What follows belongs to an exercise in optimizing a design on an open flow for small area; a production flow would make more cautious choices. Only simulation tests tie the RTL to the original design; equivalence was not proved. Power is estimated from default activity; no workload was simulated.

`flow/run.sh`:
```
#!/bin/bash
# synth_recipe.tcl (not shown) runs the flow's synth.tcl, then flattens the netlist and writes it again
# the make line also repeats each setting of config.mk as NAME=value (left out here)
make -C /OpenROAD-flow-scripts/flow DESIGN_CONFIG=/design/flow/config.mk WORK_HOME=/design/flow/orfs CLKGATE_MAP_FILE= SYNTH_SCRIPT=/design/flow/synth_recipe.tcl finish
```
`flow/config.mk`:
```
export PLATFORM = sky130hd
export DESIGN_NAME = lut_mult_loader
export DESIGN_NICKNAME = lut_mult_loader
export VERILOG_FILES = /design/flow/design.v
export SDC_FILE = /design/flow/constraint.sdc
export NUM_CORES = 4
export LEC_CHECK = 0
export CAP_MARGIN = 20
export CORE_MARGIN = 2
export CORE_UTILIZATION = 40
export SLEW_MARGIN = 20
export SYNTH_MEMORY_MAX_BITS = 8192
```
`flow/constraint.sdc`:
```
create_clock -name core_clock -period 10.0 [get_ports {clk}]
set_input_delay 2.0000 -clock core_clock [delete_from_list [all_inputs] [get_ports {clk}]]
set_output_delay 2.0000 -clock core_clock [all_outputs]
set_load 0.01 [all_outputs]
```
`flow/design.v`:
```
package lut_mult_loader_pkg;
    localparam int DEF_ADDR_W = 8;
    localparam int DEF_COEF_W = 8;
    localparam int DEF_DATA_W = 16;
    function automatic logic [DEF_DATA_W-1:0] ref_product(
        input logic [DEF_ADDR_W-1:0] addr,
        input logic [DEF_COEF_W-1:0] coef
    );
        logic [DEF_DATA_W-1:0] a_ext;
        logic [DEF_DATA_W-1:0] c_ext;
        a_ext = DEF_DATA_W'(addr);
        c_ext = DEF_DATA_W'(coef);
        ref_product = a_ext * c_ext;
    endfunction
endpackage
module lut_ram_1w1r #(
    parameter int ADDR_W = 8,
    parameter int COEF_W = 8,
    parameter int DATA_W = 16
) (
    input  logic [ADDR_W-1:0] raddr,
    input  logic [COEF_W-1:0] coef,
    output logic [DATA_W-1:0] rdata
);
    assign rdata = DATA_W'(raddr) * DATA_W'(coef);
endmodule
import lut_mult_loader_pkg::*;
module lut_mult_loader #(
    parameter int ADDR_W = DEF_ADDR_W,
    parameter int COEF_W = DEF_COEF_W,
    parameter int DATA_W = DEF_DATA_W
) (
    input  logic              clk,
    input  logic              rst,
    input  logic              start,
    input  logic [COEF_W-1:0] coef,
    output logic              busy,
    output logic              done,
    output logic              table_valid,
    input  logic [ADDR_W-1:0] rd_addr,
    output logic [DATA_W-1:0] rd_data
);
    logic [COEF_W-1:0] coef_q;
    logic [ADDR_W:0]   cnt;
    logic              accept;
    logic              last;
    assign accept = start & ~busy;
    assign last   = cnt[ADDR_W];
    always_ff @(posedge clk or posedge rst) begin
        if (rst) begin
            busy        <= 1'b0;
            done        <= 1'b0;
            table_valid <= 1'b0;
        end else begin
            busy        <= busy ? ~last : start;
            done        <= busy & last;
            table_valid <= (table_valid & ~accept) | (busy & last);
        end
    end
    always_ff @(posedge clk) begin
        cnt <= busy ? cnt + 1'b1 : '0;
    end
    always_ff @(posedge clk) begin
        if (accept) coef_q <= coef;
    end
    lut_ram_1w1r #(
        .ADDR_W (ADDR_W),
        .COEF_W (COEF_W),
        .DATA_W (DATA_W)
    ) u_ram (
        .raddr (rd_addr),
        .coef  (coef_q),
        .rdata (rd_data)
    );
endmodule
```
==> results.txt <==
==> worst paths after layout <==
check                           start           to  slack [ns]  depth (start not counted)
min                            cnt[0]       cnt[0]        0.45                          1
max                        rd_addr[0]  rd_data[14]        1.26                         15
max reg2reg                      busy    coef_q[2]        8.46                          1
min reg2reg                    cnt[0]       cnt[0]        0.45                          1
min in group asynchronous         rst  table_valid        1.90                          2
max in group asynchronous         rst         busy        7.97                          2
==> kinds of logic (layout without fill, tap and decap cells) <==
logic type | after synthesis | after routing | share of synthesized area, %
compound gates | 33 | 33 | 8.031
xor+xnor | 13 | 13 | 3.972
fa+ha+maj | 73 | 73 | 41.29
buf+inv | 61 | 101 | 7.988
flops | 20 | 20 | 17.28
simple gates | 110 | 110 | 21.43
==> cell type report <==
| class | count | area (um^2) | share of cell area [%] |
|---|---|---|---|
| well taps | 96 | 120.1 | 3.535 |
| multi-input cells | 229 | 2142 | 63.03 |
| flip-flops and latches | 20 | 495.5 | 14.58 |
| inverters | 60 | 225.2 | 6.627 |
| clock buffers | 3 | 41.29 | 1.215 |
| clock inverters | 1 | 3.754 | 0.1105 |
| repair buffers | 37 | 370.4 | 10.90 |
==> cells in the mapped netlist, types with 4 or more instances <==
cell type  instances
nor2b_1            6
nand3_1            5
dfxtp_1            9
xor2_1             4
nor2_1            11
and2_1            59
nand2_1           15
xnor2_1            9
inv_1             60
fa_1              36
a21oi_1            9
ha_1              37
o21ai_0            5
a21boi_0           4
edfxtp_1           8
==> state kept, by name, summed over array words and instances (netlist names) <==
register and flops:
cnt 9, coef_q 8, busy 1, done 1
table_valid 1
==> per-stage QoR <==
| stage | hold WS (ns) | cell area (um^2) | utilization (%) |
|---|---|---|---|
| after global routing | 0.4782 | 3398 | 49.47 |
| after CTS | 0.4537 | 3398 | 49.47 |
| after detailed placement | 0.4419 | 3353 | 48.82 |
| after global placement | 0.4399 | 3353 | 48.82 |
| after floorplan | 0.4199 | 2867 | - |
| final | 0.4521 | 3398 | 49.47 |
==> layer usage <==
| layer | GRT usage, % | vias up | routed length, um |
|---|---|---|---|
| met5 | 0 | - | 0 |
| met4 | 1.240 | 0 | 19 |
| met3 | 1.399 | 2 | 147 |
| met2 | 24.97 | 34 | 2610 |
| met1 | 20.15 | 1042 | 2489 |
| li1 | - | 1056 | - |
==> power by group through the flow <==
stage               Combinational [mW]  Sequential, mW  Clock, mW
finish                           0.438           0.108     0.0519
global route                     0.492           0.110     0.0580
CTS                              0.444           0.108     0.0546
detailed placement               0.442           0.110          0
global placement                 0.437           0.110          0
floorplan                        0.287           0.107          0
==> flow_metrics.py <==
metrics = {
    "sta": {
        "drv_slew": 0,
        "slew_headroom_pct": 46.74,
        "fin_crit_sh_pct": 87.40,
        "worst_slew_pin_slew_ns": 0.7973,
        "setup_tns_ns": 0,
        "rsz0062_at_grt": "false",
        "period_minus_slack_ns": 8.740,
        "finClkSkew_ns": 0.002994,
        "clock.fmax_mhz": 114.4,
        "hold_viol_final": 0,
        "finalSetupViolCount": 0,
        "setup_ws_ns": 1.260,
    },
    "detailed_routing": {
        "drt.antenna.violating_nets": 0,
        "post_drt_via_cell_ratio": 4.785,
        "drt_iter0_markers": 65,
        "routed_wl_um": 5266,
        "drc_errors": 0,
        "routedWlPerCell_um": 11.81,
        "dr.pass1.iters": 4,
        "vias": 2134,
    },
    "yosys": {
        "yosysSeqAreaShare_pct": 17.29,
        "yosysTopAreaCell": "fa_1",
        "synth_enable_flop_cells": 8,
        "synth_cells": 310,
        "ys_ff_latch": 20,
        "netlist_area_um2": 2866,
        "ys.flop_type": "dfxtp_1",
        "ys_warn_count": 1,
        "syn_nets": 402,
        "async_reset_ff_share_pct": 15.00,
        "postSynthAreaPerCell_um2": 9.247,
        "netlist_top_cells_area": "fa_1, ha_1, and2_1",
        "yosysUniqueCellTypes": 34,
        "yosysTopAreaCellShare_pct": 25.14,
    },
    "placement": {
        "pre_cts_ws_ns": 1.227,
        "dp_hpwl_um": 4534,
        "dp.cells": 442,
        "port_buffers": 37,
        "gp_congestion": 0.8459,
    },
    "grt": {
        "grt_max_degree": 14,
        "grt_pass1_vias": 2061,
        "grt_pass1_wl_um": 8976,
        "grt_overflow": 0,
        "grt_usage_pct": 14.35,
        "antenna_found_initial": 0,
    },
    "clock_network": {
        "clkTransAtPathRegs_ns": 0.07,
        "hold_buffers": 0,
        "htree_levels": 1,
        "clk_path_buf_depth": 2,
        "insertion_delay_ns": 0.25,
        "cts_resized": 0,
        "tritoncts": "built",
        "cts-root-buf": "clkbuf_8",
        "cts_num_sinks": 20,
        "post-cts-setup-buffer-count": 0,
        "cts_inserted_buffers": 3,
    },
    "critical_path": {
        "worstPathMaxFanout": 8,
        "cp_common_cell": "fa_1",
        "crit_chain": "clkdlybuf4s50_1, nand2_1, fa_1, fa_1, inv_1, fa_1, inv_1, fa_1, inv_1, ha_1, o21a_1, nand2_2, o41ai_2, xor2_1, clkdlybuf4s50_1",
        "crit_required_ns": 8.00,
        "cp_top_family": "adder cells",
        "arrival_ns": 6.74,
        "worst-path-buf-inv": 5,
        "crit_type": "in -> out",
        "cp-start-kind": "primary input",
        "slowest_stage": "clkdlybuf4s50_1",
        "slowest_delay_ns": 0.62,
        "cp-end-kind": "output pin",
    },
    "die": {
        "ios": 38,
        "core-area_um2": 6869,
        "die_h_um": 88.66,
        "start_util_pct": 41.73,
        "die_w_um": 88.66,
        "rows": 30,
        "die-area_um2": 7860,
    },
    "power": {
        "seqPwrFrac_pct": 18.1,
        "power.net_switching_mw": 0.2485,
        "power_mw": 0.5977,
        "leakage_nw": 1.598,
        "sw_frac_of_total_pct": 41.57,
        "peakVddDrop_v": 0.0001001,
        "share_comb_of_total_power_pct": 73.2,
        "clkPwrFrac_pct": 8.7,
        "power.density_nw_per_um2": 175.9,
        "p_int_mw": 0.3493,
    },
    "outcome": {
        "status": "complete, no violations",
    },
    "layout": {
        "area_delta_synth_final_pct": 18.55,
        "drive_above_1_share_pct": 3.143,
        "diodes": 0,
        "nets": 443,
        "final_common_cell": "inv_1",
        "fill_cells": 673,
        "stdcell_count": 446,
        "final_cell_mix": "inv_1, and2_1, ha_1, clkdlybuf4s50_1, fa_1",
    },
    "job": {
        "drv_cap": 0,
    },
    "min_path": {
        "min_path_type": "reg -> reg",
    },
}

## separate check: timing with driven ports
No port has a modelled driver above. Below, the same layout with a new extraction and two added sets of constraints.
Step 1 sets driving cells, clkbuf_16 on the clock port and buf_2 on the other inputs (assumed; they add their load-dependent delay and slew).
Step 2 times the ports against the registers' clock, not the clock port: input delays grow and output delays shrink by t, the midpoint of the rising clock arrivals with the driver on.
Three values: ideal, step 1, step 2; two values: the first two.
shift t [ns]: 0.277
setup WS [ns]: 1.260 / 1.227 / 1.227
hold WS [ns]: 0.452 / 0.452 / 0.452
worst setup path at the end: input to output
After both steps this run still meets setup and hold. For this run, drivers alone change the setup slack by -0.033 ns; drivers and shift together by -0.033 ns.
